Context: an optimization exercise on an open-source flow, tuned for small area and a short achievable clock period. The choices shown serve that exercise and are no tape-out recipe.
Function was checked by simulation only, so behaviour that the tests miss may differ from the original.
Power figures rest on the tool's default switching activity, not on a simulated workload.

## run 1
==> flow/design.v (excerpt) <==
module scope_trigger_capture #(
   parameter int unsigned DATA_W       = 12,
   parameter int unsigned ADDR_W       = 8,
   parameter int unsigned PRE_TRIG     = 64,
   parameter int unsigned AUTO_TIMEOUT = 4096
) (
   input  logic              clock,
   input  logic              reset_n,
   input  logic              sample_valid,
   input  logic [DATA_W-1:0] sample_data,
   input  logic              arm,
   input  logic [DATA_W-1:0] trig_level,
   input  logic              trig_rising,
   input  logic [ADDR_W-1:0] rd_addr,
   output logic [DATA_W-1:0] rd_data,
   output logic [2:0]        state,
   output logic              busy,
   output logic              capture_done,
   output logic              auto_fired
);
Size: about 3100 flip-flops, ~55 I/O pins.
clock: 5.0 ns
lec_check: 0
cap_margin: 20
core_margin: 2
core_utilization: 45
cts_cluster_diameter: 60
cts_cluster_size: 30
setup_slack_margin: 3.0
slew_margin: 20
synth_hierarchical: 1
synth_minimum_keep_size: 0
run.sh (not shown) runs the stock make flow with config.mk's settings and CLKGATE_MAP_FILE= SYNTH_SCRIPT=/design/flow/synth_recipe.tcl, a recipe that flattens the netlist after the stock synthesis.
In summary, run 1 completed successfully, with a layout that passed the timing, DRC and antenna checks.
## Diff of input files: run 2 against run 1
- SETUP_SLACK_MARGIN changed from 3.0 to 2.6
Notes after the runs:
Run 2 vs run 1, cell with the largest stage delay on the worst path: and4bb_1 vs dfrtp_1
Run 1 → run 2: wire length of the first global-routing pass went down 16000 µm; utilization went down 1.9 points.
rd_addr[3] as the origin of the worst setup path was reported by run 2, and r_auto by run 1.
Run 2 ends up with a total wirelength of the detailed-routed design that is 23000 µm lower than in run 1.
Multi-input logic cell count across run 2 and run 1: no real change.
A destination of the critical timing path of auto_fired is what run 1 shows, while rd_data[4] belongs to run 2.
Looking at run 2 and run 1, the clock power is a wash.
Edits applied to the flow inputs when going from run 2 to run 3:
- SETUP_SLACK_MARGIN: 2.6 -> 2.9
## What came out
Comparing run 3 with run 2, the shortest period the worst path allows came out essentially unchanged.
Run 2 finished all stages; the layout is clean.
The final layout from run 3, which completed every stage, passed the timing, DRC and antenna checks at the end of the flow.
Summary of run 3 over run 2: utilization picked up an extra 1.1 points; largest net degree at the start of global routing moved down; cell depth of the worst flop-to-flop path shows a reduction of 1.

The RTL this note starts from:
==> flow/design.v <==
module scope_trigger_capture #(
   parameter int unsigned DATA_W       = 12,
   parameter int unsigned ADDR_W       = 8,
   parameter int unsigned PRE_TRIG     = 64,
   parameter int unsigned AUTO_TIMEOUT = 4096
) (
   input  logic              clock,
   input  logic              reset_n,
   input  logic              sample_valid,
   input  logic [DATA_W-1:0] sample_data,
   input  logic              arm,
   input  logic [DATA_W-1:0] trig_level,
   input  logic              trig_rising,
   input  logic [ADDR_W-1:0] rd_addr,
   output logic [DATA_W-1:0] rd_data,
   output logic [2:0]        state,
   output logic              busy,
   output logic              capture_done,
   output logic              auto_fired
);
   localparam int unsigned DEPTH = 1 << ADDR_W;
   if (ADDR_W != 8) begin : g_addr_check
      $error("scope_trigger_capture: the read network is built for ADDR_W = 8");
   end
   localparam int unsigned POST  = DEPTH - PRE_TRIG;    
   if (PRE_TRIG < 1 || PRE_TRIG > DEPTH - 2 || AUTO_TIMEOUT < 1) begin : g_param_check
      $error("scope_trigger_capture: PRE_TRIG or AUTO_TIMEOUT out of range");
   end
   localparam int unsigned CNT_MAX = (AUTO_TIMEOUT > PRE_TRIG) ? AUTO_TIMEOUT : PRE_TRIG;
   localparam int unsigned CNT_W  = (CNT_MAX > 1) ? $clog2(CNT_MAX) : 1;
   localparam int unsigned PCNT_W = (POST > 2) ? $clog2(POST - 1) : 1;
   localparam logic [CNT_W-1:0]  LD_PRE  = CNT_W'((1 << CNT_W) - PRE_TRIG);
   localparam logic [CNT_W-1:0]  LD_WAIT = CNT_W'((1 << CNT_W) - AUTO_TIMEOUT);
   localparam logic [PCNT_W-1:0] LD_POST = PCNT_W'((1 << PCNT_W) - (POST - 1));
   localparam logic [2:0] S_IDLE    = 3'd0;
   localparam logic [2:0] S_PREFILL = 3'd1;
   localparam logic [2:0] S_WAIT    = 3'd2;
   localparam logic [2:0] S_POST    = 3'd3;
   localparam logic [2:0] S_DONE    = 3'd4;
   logic [2:0]        r_state;
   logic              r_busy;
   logic              r_done;
   logic              r_auto;
   logic [CNT_W-1:0]  r_cnt;
   logic [PCNT_W-1:0] r_pcnt;
   logic [DATA_W-1:0] win [DEPTH];
   logic              w_shift;
   logic              w_acc;
   logic              w_last;
   logic              w_plast;
   logic              w_edge;
   logic              w_fire;
   logic [DATA_W-1:0] w_prev;
   assign w_shift = sample_valid && !r_done;
   assign w_acc   = sample_valid && !arm && r_busy;
   assign w_last  = &r_cnt;
   assign w_plast = &r_pcnt;
   assign w_prev  = win[DEPTH-1];
   assign w_edge = trig_rising ? ((w_prev < trig_level) && (sample_data >= trig_level))
                               : ((w_prev > trig_level) && (sample_data <= trig_level));
   assign w_fire = w_edge || w_last;
   always_ff @(posedge clock or negedge reset_n) begin
      if (!reset_n) begin
         r_state <= S_IDLE;
         r_busy  <= 1'b0;
         r_done  <= 1'b0;
         r_auto  <= 1'b0;
      end else if (arm) begin
         r_state <= S_PREFILL;
         r_busy  <= 1'b1;
         r_done  <= 1'b0;
         r_auto  <= 1'b0;
      end else if (w_acc) begin
         case (r_state)
            S_PREFILL: if (w_last) r_state <= S_WAIT;
            S_WAIT: if (w_fire) begin
               r_state <= S_POST;
               r_auto  <= !w_edge;
            end
            S_POST: if (w_plast) begin
               r_state <= S_DONE;
               r_busy  <= 1'b0;
               r_done  <= 1'b1;
            end
            default: ;
         endcase
      end
   end
   always_ff @(posedge clock) begin
      if (arm) begin
         r_cnt <= LD_PRE;
      end else if (w_acc) begin
         if (r_state == S_PREFILL && w_last) r_cnt <= LD_WAIT;
         else                                r_cnt <= r_cnt + 1'b1;
      end
   end
   always_ff @(posedge clock) begin
      if (w_acc) begin
         if (r_state == S_WAIT) r_pcnt <= LD_POST;
         else                   r_pcnt <= r_pcnt + 1'b1;
      end
   end
   for (genvar k = 0; k < DEPTH; k++) begin : g_win
      always_ff @(posedge clock) begin
         if (w_shift) win[k] <= (k == DEPTH - 1) ? sample_data : win[(k + 1) % DEPTH];
      end
   end
   logic [15:0]       w_lo_sel;
   logic [15:0]       w_hi_sel;
   logic [DATA_W-1:0] w_rd;
   always_comb begin
      for (int l = 0; l < 16; l++) w_lo_sel[l] = (rd_addr[3:0] == 4'(l));
      for (int h = 0; h < 16; h++) w_hi_sel[h] = (rd_addr[7:4] == 4'(h));
   end
   for (genvar b = 0; b < DATA_W; b++) begin : g_rd
      logic [1:0]  p2 [16];    
      logic [15:0] n3;         
      logic [3:0]  p4;         
      logic [1:0]  n5;         
      for (genvar h = 0; h < 16; h++) begin : g_grp
         for (genvar o = 0; o < 2; o++) begin : g_oct
            logic [7:0] d;
            for (genvar l = 0; l < 8; l++) begin : g_d
               assign d[l] = win[16*h + 8*o + l][b];
            end
            stc_oct u_oct (.sel(w_lo_sel[8*o +: 8]), .d(d), .y(p2[h][o]));
         end
         stc_oai21 u_oai (.a1(p2[h][0]), .a2(p2[h][1]), .b(w_hi_sel[h]), .y(n3[h]));
      end
      for (genvar q = 0; q < 4; q++) begin : g_q
         stc_nand4 u_nd (.a(n3[4*q]), .b(n3[4*q+1]), .c(n3[4*q+2]), .d(n3[4*q+3]), .y(p4[q]));
      end
      stc_nor2  u_nr0 (.a(p4[0]), .b(p4[1]), .y(n5[0]));
      stc_nor2  u_nr1 (.a(p4[2]), .b(p4[3]), .y(n5[1]));
      stc_nand2 u_out (.a(n5[0]), .b(n5[1]), .y(w_rd[b]));
   end
   always_ff @(posedge clock) begin
      rd_data <= w_rd;
   end
   assign state        = r_state;
   assign busy         = r_busy;
   assign capture_done = r_done;
   assign auto_fired   = r_auto;
endmodule
module stc_oct (input logic [7:0] sel, input logic [7:0] d, output logic y);
   logic [3:0] n1;
   for (genvar i = 0; i < 4; i++) begin : g_pair
      assign n1[i] = !((sel[2*i] && d[2*i]) || (sel[2*i+1] && d[2*i+1]));
   end
   assign y = !(&n1);
endmodule
module stc_aoi22 (input logic a1, input logic a2, input logic b1, input logic b2, output logic y);
   assign y = !((a1 && a2) || (b1 && b2));
endmodule
module stc_oai21 (input logic a1, input logic a2, input logic b, output logic y);
   assign y = !((a1 || a2) && b);
endmodule
module stc_nand4 (input logic a, input logic b, input logic c, input logic d, output logic y);
   assign y = !(a && b && c && d);
endmodule
module stc_nor2 (input logic a, input logic b, output logic y);
   assign y = !(a || b);
endmodule
module stc_nand2 (input logic a, input logic b, output logic y);
   assign y = !(a && b);
endmodule
clock: 5.0 ns
lec_check: 0
cap_margin: 20
core_margin: 2
core_utilization: 55
cts_cluster_diameter: 60
cts_cluster_size: 30
setup_slack_margin: 2.9
slew_margin: 20
synth_hierarchical: 1
synth_minimum_keep_size: 0
Then changed:
CORE_UTILIZATION = 45   (was 55)
SETUP_SLACK_MARGIN = 2.6   (was 2.9)
What happened: The changed run completed without violations; setup slack gets worse by 0.067 ns; sequential cell count stays the same; routed wire length went down by roughly a tenth; global-route usage went down by 7.9 points; combinational power went down by about a fifth; non-clock buffer count went down by 239.
Then changed:
SETUP_SLACK_MARGIN = 2.9   (was 2.6)
After rerunning: The new run ran to the end with no violations; flip-flop and latch count is unchanged; via count rises by a few percent; cell area rises by a few percent; synthesized area does not change; combinational power rose by a quarter to a third.

==> afterwards: timing with drivers on the ports <==
The flow's constraints put no driver on any port. The routed layouts listed below were extracted and timed again, unchanged, in two steps.
Step 1 sets driving cells, clkbuf_16 on the clock port and buf_2 on the other inputs (assumed; they add their load-dependent delay and slew).
Step 2 times the ports against the registers' clock, not the clock port: input delays grow and output delays shrink by t, the midpoint of the rising clock arrivals with the driver on.
Three values: ideal ports, drivers, drivers and shift; two values: the first two.
run	t, ns	slack for setup (ns)	worst register clock-pin slew, ns
run 1	0.954	2.573 / 2.349 / 1.396	0.12 / 0.12
run 2	0.953	2.565 / 2.262 / 1.309	0.11 / 0.11
run 3	0.956	2.567 / 2.466 / 1.510	0.11 / 0.11
the first run of note 2	0.945	2.521 / 2.479 / 1.606	0.11 / 0.11
the second run of note 2	0.929	2.453 / 2.495 / 1.567	0.11 / 0.11
the third run of note 2	0.934	2.576 / 2.489 / 1.694	0.11 / 0.11
After both steps every run listed still meets setup and hold. The setup slack of run 2, which loses most, moves by -0.303 ns with the drivers and by -1.256 ns with both steps.
